What follows belongs to an exercise in optimizing a design on an open flow for small area, a short achievable clock period and few clock cycles per item; a production flow would make more cautious choices.
Where RTL was checked, it was by simulation tests only, not by an equivalence proof against the original.
No activity file was given, so power comes from the tool's default toggle rates.

==> trial 70: inputs <==
==> flow/design.v <==
package imem_pkg;
  localparam int INSTR_W = 32;
  localparam logic [INSTR_W-1:0] IMEM_NOP_WORD = 32'h0000_0013;
  typedef enum logic {
    IMEM_INIT = 1'b0,
    IMEM_RUN  = 1'b1
  } imem_state_e;
  typedef enum logic [1:0] {
    FAULT_NONE       = 2'd0,
    FAULT_MISALIGNED = 2'd1,
    FAULT_RANGE      = 2'd2
  } fault_reason_e;
  function automatic logic [1:0] fetch_fault_reason(input logic [31:0] pc,
                                                     input int          aw);
    if (pc[1:0] != 2'b00) begin
      fetch_fault_reason = imem_pkg::FAULT_MISALIGNED;
    end else if ((pc >> (aw + 2)) != 32'd0) begin
      fetch_fault_reason = imem_pkg::FAULT_RANGE;
    end else begin
      fetch_fault_reason = imem_pkg::FAULT_NONE;
    end
  endfunction
endpackage
module imem_rd8 (
  input  logic [7:0] d,
  input  logic [7:0] sel,
  output logic       y
);
  assign y = |(d & sel);
endmodule
module imem_nor2 (
  input  logic [1:0] a,
  output logic       y
);
  assign y = !(|a);
endmodule
module imem_nand4 (
  input  logic [3:0] a,
  output logic       y
);
  assign y = !(&a);
endmodule
module imem_rd_bit (
  input  logic [63:0] d,
  input  logic [63:0] sel,
  output logic        y
);
  logic [7:0] u;    
  logic [3:0] v;    
  for (genvar i = 0; i < 8; i++) begin : g_grp
    imem_rd8 u_g (.d(d[8*i +: 8]), .sel(sel[8*i +: 8]), .y(u[i]));
  end
  for (genvar i = 0; i < 4; i++) begin : g_or
    imem_nor2 u_g (.a(u[2*i +: 2]), .y(v[i]));
  end
  imem_nand4 u_y (.a(v), .y(y));
endmodule
module imem_ram
#(
  parameter  int DEPTH = 64,
  parameter  logic [imem_pkg::INSTR_W-1:0] FILL_WORD = imem_pkg::IMEM_NOP_WORD,
  localparam int AW    = $clog2(DEPTH)
) (
  input  logic               clk,
  input  logic               fill,
  input  logic               we,
  input  logic [AW-1:0]      waddr,
  input  logic [imem_pkg::INSTR_W-1:0] wdata,
  input  logic [DEPTH-1:0]   rsel,
  output logic [imem_pkg::INSTR_W-1:0] rdata
);
  logic [imem_pkg::INSTR_W-1:0] mem [DEPTH];
  logic [imem_pkg::INSTR_W-1:0] wdata_eff;
  logic [DEPTH-1:0]             wen;
  assign wdata_eff = fill ? FILL_WORD : wdata;
  always_comb begin
    for (int w = 0; w < DEPTH; w++) begin
      wen[w] = fill || (we && waddr == AW'(w));
    end
  end
  always_ff @(posedge clk) begin
    for (int w = 0; w < DEPTH; w++) begin
      if (wen[w]) begin
        mem[w] <= wdata_eff;
      end
    end
  end
  for (genvar b = 0; b < imem_pkg::INSTR_W; b++) begin : g_rd
    logic [DEPTH-1:0] col;
    for (genvar w = 0; w < DEPTH; w++) begin : g_col
      assign col[w] = mem[w][b];
    end
    imem_rd_bit u_bit (.d(col), .sel(rsel), .y(rdata[b]));
  end
endmodule
module imem_oreg
#(
  parameter int W = 33
) (
  input  logic         clk,
  input  logic [W-1:0] d,
  output logic [W-1:0] q
);
  always_ff @(posedge clk) begin
    q <= d;
  end
endmodule
module instr_mem_fetch
#(
  parameter  int                 DEPTH    = 64,
  parameter  logic [imem_pkg::INSTR_W-1:0] NOP_WORD = imem_pkg::IMEM_NOP_WORD,
  localparam int                 AW       = $clog2(DEPTH)
) (
  input  logic               clk,
  input  logic               reset,
  output logic               init_done,
  input  logic               load_en,
  input  logic [AW-1:0]      load_addr,
  input  logic [imem_pkg::INSTR_W-1:0] load_data,
  input  logic               fetch_req_valid,
  output logic               fetch_req_ready,
  input  logic [31:0]        fetch_pc,
  output logic               fetch_rsp_valid,
  input  logic               fetch_rsp_ready,
  output logic [imem_pkg::INSTR_W-1:0] fetch_instr,
  output logic               fetch_fault
);
  logic                         fill_q, ready_q;
  logic                         rd_v, rd_f;
  logic [imem_pkg::INSTR_W-1:0] rd_d;
  logic                         out_v, skid_v;
  logic [imem_pkg::INSTR_W:0]   out_d, out_q, skid_d;
  logic [imem_pkg::INSTR_W-1:0] ram_rdata;
  logic [DEPTH-1:0]             rsel;
  logic                         req_fault;
  logic [imem_pkg::INSTR_W:0]   rd_rsp;
  logic                         accept, pop, out_free;
  logic                         rd_to_out, rd_to_skid, rd_move;
  logic                         out_load;
  logic [imem_pkg::INSTR_W:0]   out_in;
  logic                         out_v_next, skid_v_next, rd_v_next;
  logic [1:0]                   count_next;
  assign req_fault = (imem_pkg::fetch_fault_reason(fetch_pc, AW) != imem_pkg::FAULT_NONE);
  logic [7:0] sel_hi, sel_lo;
  always_comb begin
    for (int i = 0; i < 8; i++) begin
      sel_hi[i] = (fetch_pc[7:5] == 3'(i));
      sel_lo[i] = (fetch_pc[4:2] == 3'(i));
    end
    for (int w = 0; w < DEPTH; w++) begin
      rsel[w] = sel_hi[w / 8] && sel_lo[w % 8];
    end
  end
  imem_ram #(
    .DEPTH     (DEPTH),
    .FILL_WORD (NOP_WORD)
  ) u_ram (
    .clk   (clk),
    .fill  (fill_q),
    .we    (load_en),
    .waddr (load_addr),
    .wdata (load_data),
    .rsel  (rsel),
    .rdata (ram_rdata)
  );
  assign accept   = fetch_req_valid && ready_q;
  assign pop      = out_v && fetch_rsp_ready;
  assign out_free = !out_v || pop;
  assign rd_rsp = {rd_f, rd_f ? NOP_WORD : rd_d};
  assign rd_to_out  = rd_v && out_free && !skid_v;
  assign rd_to_skid = rd_v && (skid_v ? out_free : !out_free);
  assign rd_move    = rd_to_out || rd_to_skid;
  assign out_load    = out_free && (skid_v || rd_v);
  assign out_in      = skid_v ? skid_d : rd_rsp;
  assign out_v_next  = out_free ? (skid_v || rd_v) : 1'b1;
  assign skid_v_next = rd_to_skid || (skid_v && !out_free);
  assign rd_v_next   = accept || (rd_v && !rd_move);
  assign count_next  = 2'(out_v_next) + 2'(skid_v_next) + 2'(rd_v_next);
  always_ff @(posedge clk) begin
    if (reset) begin
      init_done <= 1'b0;
      fill_q    <= 1'b1;
      ready_q   <= 1'b0;
      rd_v      <= 1'b0;
      out_v     <= 1'b0;
      skid_v    <= 1'b0;
    end else begin
      init_done <= 1'b1;
      fill_q    <= 1'b0;
      ready_q   <= init_done && (count_next != 2'd3);
      rd_v      <= rd_v_next;
      out_v     <= out_v_next;
      skid_v    <= skid_v_next;
    end
  end
  always_ff @(posedge clk) begin
    if (accept) begin
      rd_d <= ram_rdata;
      rd_f <= req_fault;
    end
    if (out_load) begin
      out_d <= out_in;
    end
    if (rd_to_skid) begin
      skid_d <= rd_rsp;
    end
  end
  imem_oreg #(.W(imem_pkg::INSTR_W + 1)) u_oreg (
    .clk (clk),
    .d   (out_load ? out_in : out_d),
    .q   (out_q)
  );
  assign fetch_req_ready = ready_q;
  assign fetch_rsp_valid = out_v;
  assign fetch_fault     = out_q[imem_pkg::INSTR_W];
  assign fetch_instr     = out_q[imem_pkg::INSTR_W-1:0];
endmodule
==> flow/run.sh <==
#!/bin/bash
# synth_recipe.tcl (not shown) runs the flow's synth.tcl, then flattens the netlist and writes it again
# the make line also repeats each setting of config.mk as NAME=value (left out here)
make -C /OpenROAD-flow-scripts/flow DESIGN_CONFIG=/design/flow/config.mk WORK_HOME=/design/flow/orfs CLKGATE_MAP_FILE= SYNTH_SCRIPT=/design/flow/synth_recipe.tcl finish
==> flow/config.mk <==
export PLATFORM = sky130hd
export DESIGN_NAME = instr_mem_fetch
export DESIGN_NICKNAME = instr_mem_fetch
export VERILOG_FILES = /design/flow/design.v
export SDC_FILE = /design/flow/constraint.sdc
export NUM_CORES = 4
export LEC_CHECK = 0
export CAP_MARGIN = 20
export CORE_MARGIN = 2
export CORE_UTILIZATION = 50
export CTS_CLUSTER_DIAMETER = 80
export CTS_CLUSTER_SIZE = 30
export SETUP_SLACK_MARGIN = 1.0
export SLEW_MARGIN = 20
export SYNTH_HIERARCHICAL = 1
export TNS_END_PERCENT = 0
==> flow/constraint.sdc <==
create_clock -name core_clock -period 3.2 [get_ports {clk}]
set_input_delay 0.6400 -clock core_clock [delete_from_list [all_inputs] [get_ports {clk}]]
set_output_delay 0.6400 -clock core_clock [all_outputs]
set_load 0.01 [all_outputs]
==> trial 52 (differences from trial 70) <==
==> flow/design.v, changed modules only <==
module imem_ram
#(
  parameter  int DEPTH = 64,
  parameter  logic [imem_pkg::INSTR_W-1:0] FILL_WORD = imem_pkg::IMEM_NOP_WORD,
  localparam int AW    = $clog2(DEPTH)
) (
  input  logic               clk,
  input  logic               fill,
  input  logic               we,
  input  logic [AW-1:0]      waddr,
  input  logic [imem_pkg::INSTR_W-1:0] wdata,
  input  logic [AW-1:0]      raddr,
  output logic [imem_pkg::INSTR_W-1:0] rdata
);
  logic [imem_pkg::INSTR_W-1:0] mem [DEPTH];
  assign rdata = mem[raddr];
  logic [imem_pkg::INSTR_W-1:0] wdata_eff;
  logic [DEPTH-1:0]             wen;
  assign wdata_eff = fill ? FILL_WORD : wdata;
  always_comb begin
    for (int w = 0; w < DEPTH; w++) begin
      wen[w] = fill || (we && waddr == AW'(w));
    end
  end
  always_ff @(posedge clk) begin
    for (int w = 0; w < DEPTH; w++) begin
      if (wen[w]) begin
        mem[w] <= wdata_eff;
      end
    end
  end
endmodule
module instr_mem_fetch
#(
  parameter  int                 DEPTH    = 64,
  parameter  logic [imem_pkg::INSTR_W-1:0] NOP_WORD = imem_pkg::IMEM_NOP_WORD,
  localparam int                 AW       = $clog2(DEPTH)
) (
  input  logic               clk,
  input  logic               reset,
  output logic               init_done,
  input  logic               load_en,
  input  logic [AW-1:0]      load_addr,
  input  logic [imem_pkg::INSTR_W-1:0] load_data,
  input  logic               fetch_req_valid,
  output logic               fetch_req_ready,
  input  logic [31:0]        fetch_pc,
  output logic               fetch_rsp_valid,
  input  logic               fetch_rsp_ready,
  output logic [imem_pkg::INSTR_W-1:0] fetch_instr,
  output logic               fetch_fault
);
  logic                         out_v, skid_v, ready_q;
  logic [imem_pkg::INSTR_W:0]   out_d, skid_d;
  logic [imem_pkg::INSTR_W-1:0] ram_rdata;
  logic                         req_fault;
  logic [imem_pkg::INSTR_W:0]   new_rsp;
  logic                         accept, pop;
  logic                         out_free;
  logic                         init_next;
  logic [1:0]                   count_next;
  assign req_fault = (imem_pkg::fetch_fault_reason(fetch_pc, AW) != imem_pkg::FAULT_NONE);
  imem_ram #(
    .DEPTH     (DEPTH),
    .FILL_WORD (NOP_WORD)
  ) u_ram (
    .clk   (clk),
    .fill  (!init_done),
    .we    (load_en),
    .waddr (load_addr),
    .wdata (load_data),
    .raddr (fetch_pc[AW+1:2]),
    .rdata (ram_rdata)
  );
  assign new_rsp  = {req_fault, req_fault ? NOP_WORD : ram_rdata};
  assign accept   = fetch_req_valid && ready_q;
  assign pop      = out_v && fetch_rsp_ready;
  assign out_free = !out_v || pop;
  assign init_next  = !reset;
  assign count_next = 2'(out_v) + 2'(skid_v) + 2'(accept) - 2'(pop);
  always_ff @(posedge clk) begin
    if (reset) begin
      init_done <= 1'b0;
      out_v     <= 1'b0;
      skid_v    <= 1'b0;
      ready_q   <= 1'b0;
    end else begin
      init_done <= 1'b1;
      ready_q   <= init_done && (count_next <= 2'd1);
      if (out_free) begin
        out_v  <= skid_v || accept;
        skid_v <= skid_v && accept;
      end else begin
        skid_v <= skid_v || accept;
      end
    end
  end
  always_ff @(posedge clk) begin
    if (out_free) begin
      if (skid_v) begin
        out_d <= skid_d;
      end else if (accept) begin
        out_d <= new_rsp;
      end
    end
    if (accept && (skid_v || !out_free)) begin
      skid_d <= new_rsp;
    end
  end
  assign fetch_req_ready = ready_q;
  assign fetch_rsp_valid = out_v;
  assign fetch_fault     = out_d[imem_pkg::INSTR_W];
  assign fetch_instr     = out_d[imem_pkg::INSTR_W-1:0];
endmodule
// module imem_rd8 removed
// module imem_nor2 removed
// module imem_nand4 removed
// module imem_rd_bit removed
// module imem_oreg removed
CTS_CLUSTER_DIAMETER = unset   (was 80)
CTS_CLUSTER_SIZE = unset   (was 30)
SETUP_SLACK_MARGIN = 1.2   (was 1.0)
SYNTH_HIERARCHICAL = unset   (was 1)
TNS_END_PERCENT = unset   (was 0)
==> build 41 (differences from trial 70) <==
==> flow/design.v, changed modules only <==
module imem_aoi222 (
  input  logic [2:0] d,
  input  logic [2:0] s,
  output logic       y
);
  assign y = !((d[0] && s[0]) || (d[1] && s[1]) || (d[2] && s[2]));
endmodule
module imem_nand2 (
  input  logic [1:0] a,
  output logic       y
);
  assign y = !(&a);
endmodule
module imem_nor3 (
  input  logic [2:0] a,
  output logic       y
);
  assign y = !(|a);
endmodule
module imem_rd_bit (
  input  logic [63:0] d,
  input  logic [63:0] sel,
  output logic        y
);
  logic [21:0] t;    
  logic [5:0]  u;    
  logic [1:0]  v;    
  for (genvar i = 0; i < 21; i++) begin : g_aoi
    imem_aoi222 u_g (.d(d[3*i +: 3]), .s(sel[3*i +: 3]), .y(t[i]));
  end
  imem_nand2 u_g21 (.a({d[63], sel[63]}), .y(t[21]));
  for (genvar i = 0; i < 5; i++) begin : g_n4
    imem_nand4 u_g (.a(t[4*i +: 4]), .y(u[i]));
  end
  imem_nand2 u_n2 (.a(t[21:20]), .y(u[5]));
  imem_nor3 u_o0 (.a(u[2:0]), .y(v[0]));
  imem_nor3 u_o1 (.a(u[5:3]), .y(v[1]));
  imem_nand2 u_y (.a(v), .y(y));
endmodule
module instr_mem_fetch
#(
  parameter  int                 DEPTH    = 64,
  parameter  logic [imem_pkg::INSTR_W-1:0] NOP_WORD = imem_pkg::IMEM_NOP_WORD,
  localparam int                 AW       = $clog2(DEPTH)
) (
  input  logic               clk,
  input  logic               reset,
  output logic               init_done,
  input  logic               load_en,
  input  logic [AW-1:0]      load_addr,
  input  logic [imem_pkg::INSTR_W-1:0] load_data,
  input  logic               fetch_req_valid,
  output logic               fetch_req_ready,
  input  logic [31:0]        fetch_pc,
  output logic               fetch_rsp_valid,
  input  logic               fetch_rsp_ready,
  output logic [imem_pkg::INSTR_W-1:0] fetch_instr,
  output logic               fetch_fault
);
  logic                         out_v, skid_v, ready_q;
  logic [imem_pkg::INSTR_W:0]   out_d, skid_d;
  logic [imem_pkg::INSTR_W-1:0] ram_rdata;
  logic [DEPTH-1:0]             rsel;
  logic                         req_fault;
  logic [imem_pkg::INSTR_W:0]   new_rsp;
  logic                         accept, pop;
  logic                         out_free;
  logic                         init_next;
  logic [1:0]                   count_next;
  assign req_fault = (imem_pkg::fetch_fault_reason(fetch_pc, AW) != imem_pkg::FAULT_NONE);
  imem_ram #(
    .DEPTH     (DEPTH),
    .FILL_WORD (NOP_WORD)
  ) u_ram (
    .clk   (clk),
    .fill  (!init_done),
    .we    (load_en),
    .waddr (load_addr),
    .wdata (load_data),
    .rsel  (rsel),
    .rdata (ram_rdata)
  );
  always_comb begin
    for (int w = 0; w < DEPTH; w++) begin
      rsel[w] = !req_fault && (fetch_pc[AW+1:2] == AW'(w));
    end
  end
  assign new_rsp  = {req_fault, ram_rdata | (req_fault ? NOP_WORD : '0)};
  assign accept   = fetch_req_valid && ready_q;
  assign pop      = out_v && fetch_rsp_ready;
  assign out_free = !out_v || pop;
  assign init_next  = !reset;
  assign count_next = 2'(out_v) + 2'(skid_v) + 2'(accept) - 2'(pop);
  always_ff @(posedge clk) begin
    if (reset) begin
      init_done <= 1'b0;
      out_v     <= 1'b0;
      skid_v    <= 1'b0;
      ready_q   <= 1'b0;
    end else begin
      init_done <= 1'b1;
      ready_q   <= init_done && (count_next <= 2'd1);
      if (out_free) begin
        out_v  <= skid_v || accept;
        skid_v <= skid_v && accept;
      end else begin
        skid_v <= skid_v || accept;
      end
    end
  end
  always_ff @(posedge clk) begin
    if (out_free) begin
      if (skid_v) begin
        out_d <= skid_d;
      end else if (accept) begin
        out_d <= new_rsp;
      end
    end
    if (accept && (skid_v || !out_free)) begin
      skid_d <= new_rsp;
    end
  end
  assign fetch_req_ready = ready_q;
  assign fetch_rsp_valid = out_v;
  assign fetch_fault     = out_d[imem_pkg::INSTR_W];
  assign fetch_instr     = out_d[imem_pkg::INSTR_W-1:0];
endmodule
// module imem_rd8 removed
// module imem_nor2 removed
// module imem_oreg removed
CORE_UTILIZATION = 60   (was 50)
CTS_CLUSTER_DIAMETER = unset   (was 80)
CTS_CLUSTER_SIZE = unset   (was 30)
==> summary.txt <==
Sequential power: trial 70 is higher than build 41 (about 3%). Against trial 52, the global-route usage of trial 70 is lower by 17 points. Synthesized cell count: trial 52 > trial 70 > build 41. Worst setup slack: build 41 < trial 52 < trial 70. Total power: trial 70 < build 41 < trial 52. Between build 41 and trial 70, the lower count of clock-buffer cells in the layout is in trial 70 (gap 140).
==> figures <==
quantity                                                         trial 70    build 41    trial 52
Clock sinks                                                         2,186       2,118       2,118
Hold Path Stages                                                        1           2           2
Yosys warnings                                                         10           9           3
Hold_ws                                                          0.358 ns    0.433 ns    0.351 ns
Total Routing Usage GR                                              0.292       0.360       0.462
Run status                               no timing/DRC/antenna violations  no timing/DRC/antenna violations  no timing/DRC/antenna violations
Share of synthesized cell area in and, or, nand and nor gates      0.0441      0.0430       0.149
P_seq                                                             33.8 mW     32.7 mW     33.5 mW
Sw Pwr                                                            11.6 mW     11.8 mW     16.2 mW
CP peak stage delay                                               0.31 ns     0.46 ns     0.79 ns
Sequential cell area                                           64,900 um2  63,600 um2  63,600 um2
Fraction of area in multi-input gates                               0.145       0.130       0.192
Area occupied by multi-input gates                             13,300 um2  12,300 um2  21,500 um2
Testbench counts of trial 70, summed over its fixed seeds: cycles 18,356, fetches 16,000.
Only the layout flow was run in trial 52 and build 41; the RTL was not checked for function there.

re-timing with driven ports:
The flow's constraints put no driver on any port. The routed layouts listed below were extracted and timed again, unchanged, in two steps.
Step 1 assumes that a clkbuf_16 drives the clock port and a buf_2 every other input.
Step 2 times the ports against the registers' clock, not the clock port: input delays grow and output delays shrink by t, the midpoint of the rising clock arrivals with the driver on.
a / b / c = no drivers / after step 1 / after step 2; a / b = the first two.
run | shift t [ns] | slack for setup (ns) | worst data-port slew with drivers (ns)
trial 70 | 0.814 | 0.836 / 0.814 / 0.000 | 0.21
trial 52 | 0.975 | 0.592 / 0.503 / -0.466 | 0.27
build 41 | 0.888 | 0.106 / 0.012 / -0.876 | 0.19
Met with ideal ports but missed after step 2: setup timing in trial 52 and build 41. For trial 52, which loses most, drivers alone change the setup slack by -0.089 ns; drivers and shift together by -1.058 ns.
